What follows belongs to an exercise in optimizing a design on an open flow for small area, a short achievable clock period and few clock cycles per item; a production flow would make more cautious choices. Function was checked by simulation only, so behaviour that the tests miss may differ from the original. Power and IR drop assume default switching activity.

==> design/flow/design.v <==
package fpu_ss_pkg;
  typedef logic [31:0] xlen_t;
  typedef logic [31:0] flen_t;
  typedef logic [4:0]  reg_addr_t;
  typedef logic [3:0]  instr_id_t;
  typedef logic [4:0]  fflags_t;
  typedef logic [2:0]  frm_t;
  typedef logic [11:0] csr_addr_t;
  typedef enum logic [3:0] {
    OpNone,
    OpSgnj,
    OpSgnjn,
    OpSgnjx,
    OpMvWX,
    OpMvXW,
    OpFeq,
    OpFlt,
    OpFle,
    OpCsrRw,
    OpCsrRs,
    OpCsrRc
  } fp_op_e;
  localparam logic [6:0] OPC_OP_FP  = 7'b1010011;
  localparam logic [6:0] OPC_SYSTEM = 7'b1110011;
  localparam logic [6:0] FUNCT7_SGNJ  = 7'b0010000;
  localparam logic [6:0] FUNCT7_CMP   = 7'b1010000;
  localparam logic [6:0] FUNCT7_MV_XW = 7'b1110000;
  localparam logic [6:0] FUNCT7_MV_WX = 7'b1111000;
  localparam csr_addr_t CSR_FFLAGS = 12'h001;
  localparam csr_addr_t CSR_FRM    = 12'h002;
  localparam csr_addr_t CSR_FCSR   = 12'h003;
  localparam int unsigned NUM_FP_REGS = 32;
  localparam fflags_t FLAG_NV = 5'b10000;
  localparam int unsigned QNAN_BIT = 22;
endpackage
`timescale 1ns/1ps
module fpu_ss_predecoder (
  input  fpu_ss_pkg::xlen_t     instr_i,
  output logic                  accept_o,
  output fpu_ss_pkg::fp_op_e    op_o,
  output logic                  rd_is_fp_o,
  output fpu_ss_pkg::csr_addr_t csr_addr_o
);
  logic [6:0] opcode;
  logic [6:0] funct7;
  logic [2:0] funct3;
  fpu_ss_pkg::reg_addr_t  rs2;
  logic       csr_known;
  assign opcode     = instr_i[6:0];
  assign funct3     = instr_i[14:12];
  assign rs2        = instr_i[24:20];
  assign funct7     = instr_i[31:25];
  assign csr_addr_o = instr_i[31:20];
  assign csr_known = (csr_addr_o == fpu_ss_pkg::CSR_FFLAGS) || (csr_addr_o == fpu_ss_pkg::CSR_FRM) ||
                     (csr_addr_o == fpu_ss_pkg::CSR_FCSR);
  always_comb begin
    op_o = fpu_ss_pkg::OpNone;
    if (opcode == fpu_ss_pkg::OPC_OP_FP) begin
      case (funct7)
        fpu_ss_pkg::FUNCT7_SGNJ: begin
          case (funct3)
            3'b000:  op_o = fpu_ss_pkg::OpSgnj;
            3'b001:  op_o = fpu_ss_pkg::OpSgnjn;
            3'b010:  op_o = fpu_ss_pkg::OpSgnjx;
            default: op_o = fpu_ss_pkg::OpNone;
          endcase
        end
        fpu_ss_pkg::FUNCT7_CMP: begin
          case (funct3)
            3'b010:  op_o = fpu_ss_pkg::OpFeq;
            3'b001:  op_o = fpu_ss_pkg::OpFlt;
            3'b000:  op_o = fpu_ss_pkg::OpFle;
            default: op_o = fpu_ss_pkg::OpNone;
          endcase
        end
        fpu_ss_pkg::FUNCT7_MV_XW: if (rs2 == '0 && funct3 == 3'b000) op_o = fpu_ss_pkg::OpMvXW;
        fpu_ss_pkg::FUNCT7_MV_WX: if (rs2 == '0 && funct3 == 3'b000) op_o = fpu_ss_pkg::OpMvWX;
        default:      op_o = fpu_ss_pkg::OpNone;
      endcase
    end else if (opcode == fpu_ss_pkg::OPC_SYSTEM && csr_known) begin
      case (funct3)
        3'b001:  op_o = fpu_ss_pkg::OpCsrRw;
        3'b010:  op_o = fpu_ss_pkg::OpCsrRs;
        3'b011:  op_o = fpu_ss_pkg::OpCsrRc;
        default: op_o = fpu_ss_pkg::OpNone;
      endcase
    end
  end
  assign accept_o   = (op_o != fpu_ss_pkg::OpNone);
  assign rd_is_fp_o = (op_o == fpu_ss_pkg::OpSgnj) || (op_o == fpu_ss_pkg::OpSgnjn) || (op_o == fpu_ss_pkg::OpSgnjx) ||
                      (op_o == fpu_ss_pkg::OpMvWX);
endmodule
`timescale 1ns/1ps
module fpu_ss_regfile (
  input  logic                  clk_i,
  input  fpu_ss_pkg::reg_addr_t raddr_a_i,
  input  fpu_ss_pkg::reg_addr_t raddr_b_i,
  input  fpu_ss_pkg::reg_addr_t waddr_i,
  input  fpu_ss_pkg::flen_t     wdata_i,
  input  logic                  we_i,
  output fpu_ss_pkg::flen_t     rdata_a_o,
  output fpu_ss_pkg::flen_t     rdata_b_o
);
  fpu_ss_pkg::flen_t regs_q [fpu_ss_pkg::NUM_FP_REGS];
  always_ff @(posedge clk_i) begin
    if (we_i) begin
      regs_q[waddr_i] <= wdata_i;
    end
  end
  assign rdata_a_o = regs_q[raddr_a_i];
  assign rdata_b_o = regs_q[raddr_b_i];
endmodule
`timescale 1ns/1ps
module fpu_ss_csr (
  input  logic                  clk_i,
  input  logic                  reset_i,
  input  logic                  csr_we_i,
  input  fpu_ss_pkg::fp_op_e    op_i,
  input  fpu_ss_pkg::csr_addr_t csr_addr_i,
  input  fpu_ss_pkg::xlen_t     wdata_i,
  input  fpu_ss_pkg::fflags_t   flags_set_i,
  input  logic                  flags_we_i,
  output fpu_ss_pkg::xlen_t     rdata_o,
  output fpu_ss_pkg::fflags_t   fflags_o,
  output fpu_ss_pkg::frm_t      frm_o
);
  fpu_ss_pkg::fflags_t fflags_q;
  fpu_ss_pkg::frm_t    frm_q;
  fpu_ss_pkg::xlen_t   csr_new;
  logic    wr_fflags;
  logic    wr_frm;
  always_comb begin
    case (csr_addr_i)
      fpu_ss_pkg::CSR_FFLAGS: rdata_o = {27'b0, fflags_q};
      fpu_ss_pkg::CSR_FRM:    rdata_o = {29'b0, frm_q};
      fpu_ss_pkg::CSR_FCSR:   rdata_o = {24'b0, frm_q, fflags_q};
      default:    rdata_o = '0;
    endcase
  end
  always_comb begin
    case (op_i)
      fpu_ss_pkg::OpCsrRw: csr_new = wdata_i;
      fpu_ss_pkg::OpCsrRs: csr_new = rdata_o | wdata_i;
      fpu_ss_pkg::OpCsrRc: csr_new = rdata_o & ~wdata_i;
      default: csr_new = rdata_o;
    endcase
  end
  assign wr_fflags = csr_we_i && (csr_addr_i == fpu_ss_pkg::CSR_FFLAGS || csr_addr_i == fpu_ss_pkg::CSR_FCSR);
  assign wr_frm    = csr_we_i && (csr_addr_i == fpu_ss_pkg::CSR_FRM || csr_addr_i == fpu_ss_pkg::CSR_FCSR);
  always_ff @(posedge clk_i) begin
    if (reset_i) begin
      fflags_q <= '0;
      frm_q    <= '0;
    end else begin
      if (wr_fflags) begin
        fflags_q <= csr_new[4:0];
      end else if (flags_we_i) begin
        fflags_q <= fflags_q | flags_set_i;
      end
      if (wr_frm) begin
        frm_q <= (csr_addr_i == fpu_ss_pkg::CSR_FCSR) ? csr_new[7:5] : csr_new[2:0];
      end
    end
  end
  assign fflags_o = fflags_q;
  assign frm_o    = frm_q;
endmodule
`timescale 1ns/1ps
module fpu_ss_exec (
  input  fpu_ss_pkg::fp_op_e  op_i,
  input  fpu_ss_pkg::flen_t   rs1_fp_i,
  input  fpu_ss_pkg::flen_t   rs2_fp_i,
  input  fpu_ss_pkg::xlen_t   rs1_int_i,
  input  fpu_ss_pkg::xlen_t   csr_rdata_i,
  output fpu_ss_pkg::xlen_t   result_o,
  output fpu_ss_pkg::fflags_t flags_o
);
  logic a_nan;
  logic b_nan;
  logic any_nan;
  logic any_snan;
  logic both_zero;
  logic eq;
  logic lt;
  assign a_nan = (&rs1_fp_i[30:23]) & (|rs1_fp_i[22:0]);
  assign b_nan = (&rs2_fp_i[30:23]) & (|rs2_fp_i[22:0]);
  assign any_nan = a_nan | b_nan;
  assign any_snan = (a_nan & ~rs1_fp_i[fpu_ss_pkg::QNAN_BIT]) | (b_nan & ~rs2_fp_i[fpu_ss_pkg::QNAN_BIT]);
  assign both_zero = (rs1_fp_i[30:0] == '0) && (rs2_fp_i[30:0] == '0);
  assign eq = (rs1_fp_i == rs2_fp_i) || both_zero;
  always_comb begin
    if (rs1_fp_i[31] != rs2_fp_i[31]) begin
      lt = rs1_fp_i[31] & ~both_zero;
    end else if (rs1_fp_i[31]) begin
      lt = rs1_fp_i[30:0] > rs2_fp_i[30:0];
    end else begin
      lt = rs1_fp_i[30:0] < rs2_fp_i[30:0];
    end
  end
  always_comb begin
    result_o = '0;
    flags_o  = '0;
    case (op_i)
      fpu_ss_pkg::OpSgnj:  result_o = {rs2_fp_i[31], rs1_fp_i[30:0]};
      fpu_ss_pkg::OpSgnjn: result_o = {~rs2_fp_i[31], rs1_fp_i[30:0]};
      fpu_ss_pkg::OpSgnjx: result_o = {rs1_fp_i[31] ^ rs2_fp_i[31], rs1_fp_i[30:0]};
      fpu_ss_pkg::OpMvWX:  result_o = rs1_int_i;
      fpu_ss_pkg::OpMvXW:  result_o = rs1_fp_i;
      fpu_ss_pkg::OpFeq: begin
        result_o = {31'b0, eq & ~any_nan};
        if (any_snan) flags_o = fpu_ss_pkg::FLAG_NV;
      end
      fpu_ss_pkg::OpFlt: begin
        result_o = {31'b0, lt & ~any_nan};
        if (any_nan) flags_o = fpu_ss_pkg::FLAG_NV;
      end
      fpu_ss_pkg::OpFle: begin
        result_o = {31'b0, (lt | eq) & ~any_nan};
        if (any_nan) flags_o = fpu_ss_pkg::FLAG_NV;
      end
      fpu_ss_pkg::OpCsrRw, fpu_ss_pkg::OpCsrRs, fpu_ss_pkg::OpCsrRc: result_o = csr_rdata_i;
      default: result_o = '0;
    endcase
  end
endmodule
`timescale 1ns/1ps
module fpu_ss_controller (
  input  logic                    clk_i,
  input  logic                    reset_i,
  input  logic                    issue_valid_i,
  input  logic                    accept_i,
  input  fpu_ss_pkg::fp_op_e      op_i,
  input  logic                    rd_is_fp_i,
  input  fpu_ss_pkg::reg_addr_t   rd_i,
  input  fpu_ss_pkg::instr_id_t   id_i,
  input  fpu_ss_pkg::xlen_t       exec_result_i,
  input  fpu_ss_pkg::fflags_t     exec_flags_i,
  input  logic                    result_ready_i,
  output logic                    issue_ready_o,
  output logic                    fpr_we_o,
  output logic                    csr_we_o,
  output logic                    flags_we_o,
  output fpu_ss_pkg::fflags_t     flags_o,
  output logic                    result_valid_o,
  output fpu_ss_pkg::instr_id_t   result_id_o,
  output fpu_ss_pkg::reg_addr_t   result_rd_o,
  output fpu_ss_pkg::xlen_t       result_data_o,
  output logic                    result_we_o
);
  logic      fire;
  logic      is_csr;
  logic      is_cmp;
  logic      result_valid_q;
  fpu_ss_pkg::instr_id_t result_id_q;
  fpu_ss_pkg::reg_addr_t result_rd_q;
  fpu_ss_pkg::xlen_t     result_data_q;
  logic      result_we_q;
  assign issue_ready_o = !(result_valid_q && !result_ready_i);
  assign fire = issue_valid_i && issue_ready_o && accept_i;
  assign is_csr = (op_i == fpu_ss_pkg::OpCsrRw) || (op_i == fpu_ss_pkg::OpCsrRs) || (op_i == fpu_ss_pkg::OpCsrRc);
  assign is_cmp = (op_i == fpu_ss_pkg::OpFeq) || (op_i == fpu_ss_pkg::OpFlt) || (op_i == fpu_ss_pkg::OpFle);
  assign fpr_we_o   = fire && rd_is_fp_i;
  assign csr_we_o   = fire && is_csr;
  assign flags_we_o = fire && is_cmp;
  assign flags_o    = flags_we_o ? exec_flags_i : '0;
  always_ff @(posedge clk_i) begin
    if (reset_i) begin
      result_valid_q <= 1'b0;
    end else if (fire) begin
      result_valid_q <= 1'b1;
    end else if (result_ready_i) begin
      result_valid_q <= 1'b0;
    end
  end
  always_ff @(posedge clk_i) begin
    if (fire) begin
      result_id_q   <= id_i;
      result_rd_q   <= rd_i;
      result_data_q <= exec_result_i;
      result_we_q   <= ~rd_is_fp_i;
    end
  end
  assign result_valid_o = result_valid_q;
  assign result_id_o    = result_id_q;
  assign result_rd_o    = result_rd_q;
  assign result_data_o  = result_data_q;
  assign result_we_o    = result_we_q;
endmodule
`timescale 1ns/1ps
module fpu_ss (
  input  logic                  clk_i,
  input  logic                  reset_i,
  input  logic                  issue_valid_i,
  output logic                  issue_ready_o,
  input  fpu_ss_pkg::xlen_t     issue_instr_i,
  input  fpu_ss_pkg::xlen_t     issue_rs1_i,
  input  fpu_ss_pkg::instr_id_t issue_id_i,
  output logic                  issue_accept_o,
  output logic                  issue_writeback_o,
  output logic                  result_valid_o,
  input  logic                  result_ready_i,
  output fpu_ss_pkg::instr_id_t result_id_o,
  output fpu_ss_pkg::reg_addr_t result_rd_o,
  output fpu_ss_pkg::xlen_t     result_data_o,
  output logic                  result_we_o
);
  fpu_ss_pkg::reg_addr_t rs1_addr;
  fpu_ss_pkg::reg_addr_t rs2_addr;
  fpu_ss_pkg::reg_addr_t rd_addr;
  fpu_ss_pkg::fp_op_e    op;
  logic      rd_is_fp;
  fpu_ss_pkg::csr_addr_t csr_addr;
  fpu_ss_pkg::flen_t     fpr_rdata_a;
  fpu_ss_pkg::flen_t     fpr_rdata_b;
  logic      fpr_we;
  fpu_ss_pkg::xlen_t     csr_rdata;
  logic      csr_we;
  logic      flags_we;
  fpu_ss_pkg::fflags_t   flags_set;
  fpu_ss_pkg::xlen_t     exec_result;
  fpu_ss_pkg::fflags_t   exec_flags;
  assign rd_addr  = issue_instr_i[11:7];
  assign rs1_addr = issue_instr_i[19:15];
  assign rs2_addr = issue_instr_i[24:20];
  assign issue_writeback_o = ~rd_is_fp;
  fpu_ss_predecoder fpu_ss_predecoder_i (
    .instr_i    (issue_instr_i),
    .accept_o   (issue_accept_o),
    .op_o       (op),
    .rd_is_fp_o (rd_is_fp),
    .csr_addr_o (csr_addr)
  );
  fpu_ss_regfile fpu_ss_regfile_i (
    .clk_i     (clk_i),
    .raddr_a_i (rs1_addr),
    .raddr_b_i (rs2_addr),
    .waddr_i   (rd_addr),
    .wdata_i   (exec_result),
    .we_i      (fpr_we),
    .rdata_a_o (fpr_rdata_a),
    .rdata_b_o (fpr_rdata_b)
  );
  fpu_ss_csr fpu_ss_csr_i (
    .clk_i       (clk_i),
    .reset_i     (reset_i),
    .csr_we_i    (csr_we),
    .op_i        (op),
    .csr_addr_i  (csr_addr),
    .wdata_i     (issue_rs1_i),
    .flags_set_i (flags_set),
    .flags_we_i  (flags_we),
    .rdata_o     (csr_rdata),
    .fflags_o    (),
    .frm_o       ()
  );
  fpu_ss_exec fpu_ss_exec_i (
    .op_i        (op),
    .rs1_fp_i    (fpr_rdata_a),
    .rs2_fp_i    (fpr_rdata_b),
    .rs1_int_i   (issue_rs1_i),
    .csr_rdata_i (csr_rdata),
    .result_o    (exec_result),
    .flags_o     (exec_flags)
  );
  fpu_ss_controller fpu_ss_controller_i (
    .clk_i          (clk_i),
    .reset_i        (reset_i),
    .issue_valid_i  (issue_valid_i),
    .accept_i       (issue_accept_o),
    .op_i           (op),
    .rd_is_fp_i     (rd_is_fp),
    .rd_i           (rd_addr),
    .id_i           (issue_id_i),
    .exec_result_i  (exec_result),
    .exec_flags_i   (exec_flags),
    .result_ready_i (result_ready_i),
    .issue_ready_o  (issue_ready_o),
    .fpr_we_o       (fpr_we),
    .csr_we_o       (csr_we),
    .flags_we_o     (flags_we),
    .flags_o        (flags_set),
    .result_valid_o (result_valid_o),
    .result_id_o    (result_id_o),
    .result_rd_o    (result_rd_o),
    .result_data_o  (result_data_o),
    .result_we_o    (result_we_o)
  );
endmodule
==> design/flow/run.sh <==
#!/bin/bash
# synth_recipe.tcl (not shown) runs the flow's synth.tcl, then flattens the netlist and writes it again
# the make line also repeats each setting of config.mk as NAME=value (left out here)
make -C /OpenROAD-flow-scripts/flow DESIGN_CONFIG=/design/flow/config.mk WORK_HOME=/design/flow/orfs CLKGATE_MAP_FILE= SYNTH_SCRIPT=/design/flow/synth_recipe.tcl finish
==> design/flow/config.mk <==
export PLATFORM = sky130hd
export DESIGN_NAME = fpu_ss
export DESIGN_NICKNAME = fpu_ss
export VERILOG_FILES = /design/flow/design.v
export SDC_FILE = /design/flow/constraint.sdc
export NUM_CORES = 4
export LEC_CHECK = 0
export CAP_MARGIN = 20
export CORE_MARGIN = 2
export CORE_UTILIZATION = 40
export SLEW_MARGIN = 20
==> design/flow/constraint.sdc <==
create_clock -name core_clock -period 5.0 [get_ports {clk_i}]
set_input_delay 1.0000 -clock core_clock [delete_from_list [all_inputs] [get_ports {clk_i}]]
set_output_delay 1.0000 -clock core_clock [all_outputs]
set_load 0.01 [all_outputs]
==> key figures <==
STA
  – Slew HR: between 30 and 40%
  – Fmax: ~200 MHz
  – Worst Max-Slew Pin Slew: 0.980 ns
  – Period utilisation layout: just under 100%
  – Final setup vio count: 0
  – Fin worst setup slack: 0.111 ns
  – Skew final: just under 0.04 ns
  – WHS: 0.455 ns
  – Slew Limit Fails: 0
  – Final Hold Fails: 0
  – Post-route minimum period: 4.89 ns

Worst setup path
  – R2R cell count: 15
  – Launch point of the worst reg-to-reg path: fpu_ss_regfile_i.regs_q[28][1]
  – Buf+Inv Stages, Crit Path: 4
  – CP Data Arrival Time: 3.89 ns
  – Largest stage delay on the critical path: about 0.6 ns
  – Flop2flop setup slack: 0.39 ns
  – Crit-path leading delay family: buffers and inverters
  – Data required, critical path: ~4 ns
  – Reg-to-reg endpoint: fpu_ss_regfile_i.regs_q[13][0]
  – CP cell instances: clkdlybuf4s50_1 > nand2_1 > or4_4 > buf_4 > nor4_2 > buf_4 > nand2_1 > nand2_1 > nor2_1 > mux2_2 > clkdlybuf4s50_1
  – Crit start category: primary input
  – Critical path launch point: issue_instr_i[0]
  – Crit. End Element: primary output
  – CP max FO: 3
  – CP max stage cell: clkdlybuf4s50_1
  – Critical path type: in -> out
  – Cell repeated most along the worst path: nand2_1

Die
  – # rows: roughly 130
  – Core area: 127000 um2
  – Die footprint: 131000 um2
  – Initial Util: around 40%
  – Die Span X: 362 um
  – Chip height: 362 um
  – Ports: 118

Yosys
  – Cell variety after synth: 73
  – Post-synth top cells: edfxtp_1 (1066), mux4_2 (384), mux2i_1 (340), a22oi_1 (155), nand2_1 (128)
  – Count leader, synth: edfxtp_1
  – Multiplexer area fraction after synthesis: 24.2%
  – Dominant synthesized flop cell: edfxtp_1
  – Mapped Area: 51100 um2
  – Synth Area in Simple Gates: 4.38%
  – Yosys reg bits: 1075
  – Sequential share of the synthesized area: 63.0%
  – Xor and xnor fraction of the mapped netlist area: 0.0343%
  – Avg Cell Area, Syn: about 17 um2
  – Ys async rst share: 0%
  – Main combinational cell family by area after synthesis: multiplexers
  – Post-synth top area cell: edfxtp_1
  – Syn. warnings: 5
  – Top-area cell type share of the netlist area: 62.6%
  – Number of synthesized flops with an enable pin: ~1100
  – Post-Synth Adder-Cell Area: 0.759%
  – Area fraction in compound gates after synthesis: 5.63%
  – Mapped Cells: 2946
  – Syn nets: 3049
  – Area contributors post-synth: edfxtp_1 (63%), mux4_2 (17%), mux2i_1 (6.7%)

Global route
  – Total Routing Usage GR: 28.7%
  – Grt total ovfl: 0
  – Vias in the first global route: 34899
  – First-pass GRT wire length: 265000 um
  – Initial antenna violation count: 9
  – Largest net degree at the start of global routing: 34

Power and ir drop
  – Sw Ratio: between 20% and 30%
  – Pwr dens: roughly 310 nW/um2
  – Peak supply drop: 0.304 mV
  – Internal power: 15.5 mW
  – NetSw: around 4.5 mW
  – Part of the power in registers: 48.7%
  – Clock share of power: 43.9%
  – Logic pwr share: roughly 7.5%
  – Pleak: 24.9 nW

Final layout
  – Synthesis-to-finish area growth: 26.3%
  – Layout Utilization: approximately half
  – # fillers: around 10000
  – Fin nets: 3690
  – Share of cells above drive strength 1: 34.9%
  – # diodes: 0

Routing
  – WL per Instance: 35.4 um
  – DR pass1 iterations: 8
  – Remaining DRCs: 0
  – Antenna Violating Nets Remaining: 0
  – Vias: 34273
  – First DRT Iteration DRCs: roughly 4700
  – Total Wirelength: 189000 um
  – Vias per cell: 6.41

Placement
  – GP Congestion: 0.945
  – Setup slack at placement: -0.593 ns
  – Final HPWL from detailed placement: 129000 um
  – IO buf count: around 120

Job
  – Max-Cap Viols: 0

Clocking
  – Num CTS Buffers: 111
  – H-tree depth: 3
  – Root buf cell: clkbuf_16
  – Worst skew pair latency: 0.76 ns
  – CTS Buffer Depth: 3
  – Clock sinks: 1075
  – CTS tree: yes
  – Worst-path clk slew: about 0.060 ns

Hold path
  – Hold path endpoint: fpu_ss_csr_i.fflags_q[3]
  – HP Start: fpu_ss_csr_i.fflags_q[3]
  – Hold Crit Class: reg -> reg
  – WHS Path Cells: 2

Outcome
  – Status: finished clean
==> what timing repair did <==
item                       CTS  global route
resized for setup            1             8
hold buffers                 0             0
setup buffers                0             1
setup endpoints to repair    2            35
==> worst max-delay path by stage <==
stage,to,slack (ns),cells after the start
after floorplan,fpu_ss_regfile_i.regs_q[28][0],-0.28,15
after global placement,fpu_ss_regfile_i.regs_q[26][0],-0.61,19
after detailed placement,fpu_ss_regfile_i.regs_q[27][0],-0.59,19
after CTS,issue_accept_o,0.04,13
after global routing,issue_accept_o,-0.02,12
final,issue_writeback_o,0.11,11
==> state kept, by name (all words and copies together), names as in the netlist <==
| register | flops |
|---|---|
| fpu_ss_regfile_i.regs_q | 1024 |
| fpu_ss_csr_i.fflags_q | 5 |
| fpu_ss_controller_i.result_we_q | 1 |
| fpu_ss_controller_i.result_valid_q | 1 |
| fpu_ss_controller_i.result_rd_q | 5 |
| fpu_ss_csr_i.frm_q | 3 |
| fpu_ss_controller_i.result_id_q | 4 |
| fpu_ss_controller_i.result_data_q | 32 |
==> cell usage in the layout (no fill, tap or decap), types with 23 or more instances in the layout <==
master / instances
a22o_1: 26
mux2i_1: 339
clkinv_1: 23
nand4_1: 31
nor3_1: 23
nor2_1: 64
clkdlybuf4s50_1: 108
nor2_4: 34
nand2_1: 128
nand3_1: 87
a21oi_1: 36
buf_4: 444
o22ai_1: 29
buf_12: 182
a22oi_1: 155
mux2_2: 25
clkbuf_16: 112
edfxtp_1: 1066
ha_1: 31
mux4_2: 384
==> metal layers <==
layer | up-vias | track usage, % | routed length [um]
li1 | 13737 | - | -
met1 | 17816 | 37.6 | 70600
met2 | 2215 | 45.2 | 87800
met3 | 497 | 6.60 | 19800
met4 | 8 | 14.5 | 10800
met5 | - | 0 | 55
==> worst min-delay path: stages (launching register included) <==
cell	delay, ns
dfxtp_1	0.31
nand2_1	0.05
a21oi_1	0.05
==> power groups by stage <==
stage | combinational [mW] | sequential, mW | clock (mW)
6_report | 1.49 | 9.75 | 8.79
3_3_place_gp | 1.46 | 9.94 | 0
2_1_floorplan | 0.718 | 9.94 | 0
4_1_cts | 1.47 | 9.75 | 8.88
3_5_place_dp | 1.47 | 9.94 | 0
5_1_grt | 1.55 | 9.74 | 9.22
==> layout make-up <==
class,instances,area (um2),area share (%)
clock buffers,131,2890,4.48
clock inverters,76,928,1.44
well taps,1662,2080,3.22
multi-input cells,1640,18300,28.3
inverters,18,68.8,0.107
repair buffers,741,8140,12.6
flip-flops and latches,1075,32200,49.8
==> stage by stage <==
step / cells / total power, mW / area (um2) / TNS, ns
2_1_floorplan: 2946 / 10.7 / 51600 / -164.62
5_1_grt: 5343 / 20.5 / 64600 / -0.0230
4_1_cts: 5343 / 20.1 / 64500 / 0
6_report: 5343 / 20.0 / 64600 / 0
3_5_place_dp: 5136 / 11.4 / 60700 / -72.45
3_3_place_gp: 5136 / 11.4 / 60700 / -73.98
==> kinds of logic after synthesis <==
family / Yosys count
multiplexers: 751
AND/OR/NAND/NOR: 462
adder cells (fa/ha/maj): 31
buffers and inverters: 231
flip-flops: 1075
XOR/XNOR: 2
AO/OA/AOI/OAI: 394
Testbench counts, summed over its fixed seeds: cycles 24,008, items 24,000.

[re-timing with driven ports]
How much do the figures lean on ideal ports? The routed layout below was timed once more, with nothing changed but the port constraints.
Step 1 (the two cells are an assumption about what drives the block):
set clk [get_ports {clk_i}]
set_driving_cell -lib_cell sky130_fd_sc_hd__clkbuf_16 $clk
set_driving_cell -lib_cell sky130_fd_sc_hd__buf_2 [delete_from_list [all_inputs] $clk]
Step 2 moves the port delays by t, midway between the first and last clock arrival at a register: inputs arrive t later, outputs are due t later. That takes back most of the time a late clock gives input paths.
Slacks: ideal / step 1 / step 2; pairs: ideal / step 1.
t, ns: 0.813
setup WS [ns]: 0.111 / 0.075 / -0.621
worst data-port slew with drivers (ns): 0.20
Met with ideal ports but missed after step 2: setup timing in this run. For this run, drivers alone change the setup slack by -0.036 ns; drivers and shift together by -0.732 ns.
